Background: an optimization exercise with open tools, aiming at small area and a short achievable clock period. Do not read the settings as production practice.
The RTL was checked by simulation tests, not by an equivalence proof against the original design.
Power figures rest on the tool's default switching activity, not on a simulated workload.

==> inputs of 11-27 <==
==> flow/design.v <==
package rf_pkg;
  localparam int unsigned DataWidth = 32;
  localparam int unsigned IntgWidth = 7;
  localparam int unsigned WordWidth = DataWidth + IntgWidth;
  localparam int unsigned AddrWidth = 5;
  localparam logic [IntgWidth*DataWidth-1:0] IntgMask = {
    32'h0810_2040,   
    32'h0408_1020,
    32'h0204_0810,
    32'h8102_0408,
    32'h4081_0204,
    32'h2040_8102,
    32'h1020_4081    
  };
endpackage
module rf_intg_check (
  input  logic [rf_pkg::WordWidth-1:0] word_i,
  output logic                         err_o
);
  logic [rf_pkg::DataWidth-1:0] data;
  logic [rf_pkg::IntgWidth-1:0] intg;
  logic [rf_pkg::IntgWidth-1:0] intg_calc;
  assign data = word_i[rf_pkg::DataWidth-1:0];
  assign intg = word_i[rf_pkg::WordWidth-1:rf_pkg::DataWidth];
  always_comb begin
    for (int k = 0; k < rf_pkg::IntgWidth; k++) begin
      intg_calc[k] = ^(data & rf_pkg::IntgMask[32*k +: 32]);
    end
  end
  assign err_o = (intg_calc != intg);
endmodule
module rf_regs #(
  parameter int unsigned NumRegs = 32
) (
  input  logic                         clk_i,
  input  logic                         rst_ni,
  input  logic                         we_i,
  input  logic [rf_pkg::AddrWidth-1:0] waddr_i,
  input  logic [rf_pkg::WordWidth-1:0] wdata_i,
  input  logic                         re_i,
  input  logic [rf_pkg::AddrWidth-1:0] raddr_i,
  output logic [rf_pkg::WordWidth-1:0] rdata_o
);
  logic [rf_pkg::WordWidth-1:0] regs_q [1:NumRegs-1];
  logic [NumRegs-1:1]           valid_q;
  logic [NumRegs-1:1]           we_dec;
  logic [NumRegs-1:1]           re_dec;
  for (genvar i = 1; i < NumRegs; i++) begin : gen_regs
    assign we_dec[i] = we_i & (waddr_i == rf_pkg::AddrWidth'(i));
    always_ff @(posedge clk_i or negedge rst_ni) begin
      if (!rst_ni) begin
        valid_q[i] <= 1'b0;
      end else if (we_dec[i]) begin
        valid_q[i] <= 1'b1;
      end
    end
    always_ff @(posedge clk_i) begin
      if (we_dec[i]) begin
        regs_q[i] <= wdata_i;
      end
    end
  end
  always_comb begin
    rdata_o = '0;
    for (int i = 1; i < NumRegs; i++) begin
      re_dec[i] = re_i & valid_q[i] & (raddr_i == rf_pkg::AddrWidth'(i));
      rdata_o   = rdata_o | ({rf_pkg::WordWidth{re_dec[i]}} & regs_q[i]);
    end
  end
endmodule
module rf_ctrl (
  input  logic                         clk_i,
  input  logic                         rst_ni,
  input  logic                         acc_req_i,
  input  logic                         acc_we_i,
  output logic                         acc_gnt_o,
  output logic                         acc_rvalid_o,
  output logic [rf_pkg::DataWidth-1:0] acc_rdata_o,
  output logic                         acc_err_o,
  output logic                         core_sleep_o,
  output logic                         alert_major_o,
  output logic                         rf_we_o,
  output logic                         rf_re_o,
  input  logic [rf_pkg::WordWidth-1:0] rf_rdata_i
);
  logic                         gnt;
  logic                         rvalid_q;
  logic [rf_pkg::WordWidth-1:0] rword_q;
  logic                         intg_err;
  logic                         alert_q;
  assign gnt       = acc_req_i & ~rvalid_q;
  assign acc_gnt_o = gnt;
  assign rf_we_o = gnt & acc_we_i;
  assign rf_re_o = gnt & ~acc_we_i;
  always_ff @(posedge clk_i or negedge rst_ni) begin
    if (!rst_ni) begin
      rvalid_q <= 1'b0;
      rword_q  <= '0;
    end else begin
      rvalid_q <= gnt;
      rword_q  <= rf_rdata_i;
    end
  end
  rf_intg_check u_intg_check (
    .word_i(rword_q),
    .err_o (intg_err)
  );
  assign acc_rvalid_o = rvalid_q;
  assign acc_rdata_o  = rword_q[rf_pkg::DataWidth-1:0];
  assign acc_err_o    = intg_err;
  always_ff @(posedge clk_i or negedge rst_ni) begin
    if (!rst_ni) begin
      alert_q <= 1'b0;
    end else begin
      alert_q <= alert_q | intg_err;
    end
  end
  assign alert_major_o = alert_q;
  assign core_sleep_o  = ~acc_req_i & ~rvalid_q;
endmodule
module rf_top #(
  parameter int unsigned NumRegs = 32
) (
  input  logic                         clk_i,
  input  logic                         rst_ni,
  input  logic                         acc_req_i,
  output logic                         acc_gnt_o,
  input  logic                         acc_we_i,
  input  logic [rf_pkg::AddrWidth-1:0] acc_addr_i,
  input  logic [rf_pkg::DataWidth-1:0] acc_wdata_i,
  input  logic [rf_pkg::IntgWidth-1:0] acc_wintg_i,
  output logic                         acc_rvalid_o,
  output logic [rf_pkg::DataWidth-1:0] acc_rdata_o,
  output logic                         acc_err_o,
  output logic                         core_sleep_o,
  output logic                         alert_major_o
);
  logic                         rf_we;
  logic                         rf_re;
  logic [rf_pkg::WordWidth-1:0] rf_rdata;
  rf_ctrl u_ctrl (
    .clk_i        (clk_i),
    .rst_ni       (rst_ni),
    .acc_req_i    (acc_req_i),
    .acc_we_i     (acc_we_i),
    .acc_gnt_o    (acc_gnt_o),
    .acc_rvalid_o (acc_rvalid_o),
    .acc_rdata_o  (acc_rdata_o),
    .acc_err_o    (acc_err_o),
    .core_sleep_o (core_sleep_o),
    .alert_major_o(alert_major_o),
    .rf_we_o      (rf_we),
    .rf_re_o      (rf_re),
    .rf_rdata_i   (rf_rdata)
  );
  rf_regs #(
    .NumRegs(NumRegs)
  ) u_regs (
    .clk_i  (clk_i),
    .rst_ni (rst_ni),
    .we_i   (rf_we),
    .waddr_i(acc_addr_i),
    .wdata_i({acc_wintg_i, acc_wdata_i}),
    .re_i   (rf_re),
    .raddr_i(acc_addr_i),
    .rdata_o(rf_rdata)
  );
endmodule
==> flow/flow/run.sh <==
#!/bin/bash
# Standard layout, with the port buffers made plain buffers and the timing
# repair aimed at a slack margin so it works below the 15 ns constraint.
set -euo pipefail
bash standard.sh \
  SETUP_SLACK_MARGIN=8.5 \
  "BUFFER_PORTS_ARGS=-buffer_cell sky130_fd_sc_hd__buf_2" \
  finish > standard.log 2>&1
==> flow/standard.sh <==
#!/bin/bash
# synth_recipe.tcl (not shown) runs the flow's synth.tcl, then flattens the netlist and writes it again
# the make line also repeats each setting of config.mk as NAME=value (left out here)
make -C /OpenROAD-flow-scripts/flow DESIGN_CONFIG=/design/flow/config.mk WORK_HOME=/design/flow/orfs CLKGATE_MAP_FILE= SYNTH_SCRIPT=/design/flow/synth_recipe.tcl "${@:-finish}"
==> flow/config.mk <==
export PLATFORM = sky130hd
export DESIGN_NAME = rf_top
export DESIGN_NICKNAME = rf_top
export VERILOG_FILES = /design/flow/design.v
export SDC_FILE = /design/flow/constraint.sdc
export NUM_CORES = 4
export LEC_CHECK = 0
export CAP_MARGIN = 30
export CORE_MARGIN = 2
export CORE_UTILIZATION = 40
export SLEW_MARGIN = 30
==> flow/constraint.sdc <==
create_clock -name core_clock -period 15.0 [get_ports {clk_i}]
set_input_delay 3.0000 -clock core_clock [delete_from_list [all_inputs] [get_ports {clk_i}]]
set_output_delay 3.0000 -clock core_clock [all_outputs]
set_load 0.01 [all_outputs]
==> 04-08 (differences from 11-27) <==
==> flow/flow/run.sh (replaced) <==
#!/bin/bash
# Standard layout, with
# - the final ABC mapping of synthesis aimed at area (flow/synth_area.tcl),
# - the port buffers made plain buffers,
# - the timing repair aimed at a slack margin so it works below the 15 ns
#   constraint.
# All tool output goes to standard.log here and ORFS's logs under orfs/logs.
set -euo pipefail
export AREA_ABC=$(pwd)/flow/area.abc
bash standard.sh \
  SYNTH_SCRIPT=$(pwd)/flow/synth_area.tcl \
  SETUP_SLACK_MARGIN=8.75 \
  "BUFFER_PORTS_ARGS=-buffer_cell sky130_fd_sc_hd__buf_2" \
  finish > standard.log 2>&1
==> flow/flow/area.abc (new file) <==
&get -n
&st
&dc2
&syn3
&dch -f
&nf -a -R 1000
&put
==> flow/flow/synth_area.tcl (new file) <==
# The standard synthesis (synth_recipe.tcl), except that the final ABC
# mapping uses an area-oriented script (area.abc, named by AREA_ABC)
proc synth {args} { yosys synth -nofsm -noshare {*}$args }
proc abc {args} {
  set i [lsearch -exact $args -script]
  if { $i >= 0 } {
    lset args [expr { $i + 1 }] $::env(AREA_ABC)
  }
  yosys abc {*}$args
}
source $::env(SCRIPTS_DIR)/synth.tcl
# left out here: clear keep_hierarchy, flatten, clean up, hide names made inside functions, write 1_2_yosys.v
Settings changed: CTS_BUF_LIST set to sky130_fd_sc_hd__clkbuf_16, CTS_CLUSTER_DIAMETER set to 80, CTS_CLUSTER_SIZE set to 30.
==> 02-20 (differences from 11-27) <==
Settings changed: CTS_BUF_LIST set to sky130_fd_sc_hd__clkbuf_16, CTS_CLUSTER_DIAMETER set to 80, CTS_CLUSTER_SIZE set to 30.
==> qor summary <==
Fraction of synthesized cell area taken by the top area cell type: 02-20 0.768; 04-08 0.804; 11-27 0.768
Distinct cell type count after synthesis: 02-20 59; 04-08 22; 11-27 59
Clock transition at path regs: 02-20 0.11 ns; 04-08 0.10 ns; 11-27 0.06 ns
Post-Synthesis Cells: 02-20 2,710; 04-08 2,226; 11-27 2,710
RD Place Congestion: 02-20 0.858; 04-08 0.795; 11-27 0.858
Antenna violations before repair: 02-20 17; 04-08 10; 11-27 17
Switching power as a share of total power: 02-20 0.216; 04-08 0.203; 11-27 0.213
Pin count of the biggest net entering global routing: 02-20 82; 04-08 54; 11-27 82
Post-CTS setup buffer count: 02-20 0; 04-08 2; 11-27 0
Post-layout total power: 02-20 5.98 mW; 04-08 5.84 mW; 11-27 7.39 mW
Met1 GRT Util: 02-20 0.329; 04-08 0.344; 11-27 0.330
Final instance area: 02-20 51,100 um^2; 04-08 49,700 um^2; 11-27 53,700 um^2
Hold path startpoint: 02-20 u_regs.valid_q[18]; 04-08 u_ctrl.alert_q; 11-27 u_regs.valid_q[18]
CTS-repair resized insts: 02-20 1; 04-08 3; 11-27 1
Multi-input gate area in the final layout: 02-20 8470 um^2; 04-08 7050 um^2; 11-27 8470 um^2
Clock insertion delay at the later pin of the skew report: 02-20 0.68 ns; 04-08 0.67 ns; 11-27 0.75 ns
Run status: 02-20 timing/DRC/antenna clean; 04-08 timing/DRC/antenna clean; 11-27 timing/DRC/antenna clean
Basic-gate share of the synthesized area counting and, or, nand and nor cells: 02-20 0.0455; 04-08 0.0381; 11-27 0.0455
Slew HR: 02-20 0.296; 04-08 0.272; 11-27 0.333
Cell Area, Synth: 02-20 47,200 um^2; 04-08 45,100 um^2; 11-27 47,200 um^2
R2R setup slack: 02-20 11.41 ns; 04-08 11.28 ns; 11-27 11.44 ns
Power per cell area: 02-20 117 nW/um^2; 04-08 117 nW/um^2; 11-27 138 nW/um^2
Die area: 02-20 121,000 um^2; 04-08 116,000 um^2; 11-27 121,000 um^2
Leakage power figure: 02-20 16.1 nW; 04-08 15.6 nW; 11-27 17.3 nW

[afterwards: timing with drivers on the ports]
How much do the figures lean on ideal ports? The routed layouts below were timed once more, with nothing changed but the port constraints. Step 1 sets driving cells, clkbuf_16 on the clock port and buf_2 on the other inputs (assumed; they add their load-dependent delay and slew). Step 2 adds t to the input delays and takes it off the output delays; t is the mean of the earliest and latest rising clock arrival at the registers after step 1. Input paths then give back, and output paths get back, about the clock's delay inside the block. Slacks: ideal ports / drivers / drivers and shift; pairs: ideal ports / drivers.
run	shift t [ns]	slack for setup (ns)	hold WS [ns]	clock arrival spread, ns
11-27	0.801	8.565 / 8.539 / 8.298	0.465 / 0.465 / 0.465	0.028 / 0.029
04-08	0.728	8.656 / 8.607 / 8.607	0.478 / 0.478 / 0.478	0.038 / 0.037
02-20	0.739	8.558 / 8.535 / 8.348	0.476 / 0.476 / 0.476	0.034 / 0.034
After both steps every run listed still meets setup and hold. For 11-27, which loses most, drivers alone change the setup slack by -0.026 ns; drivers and shift together by -0.267 ns.
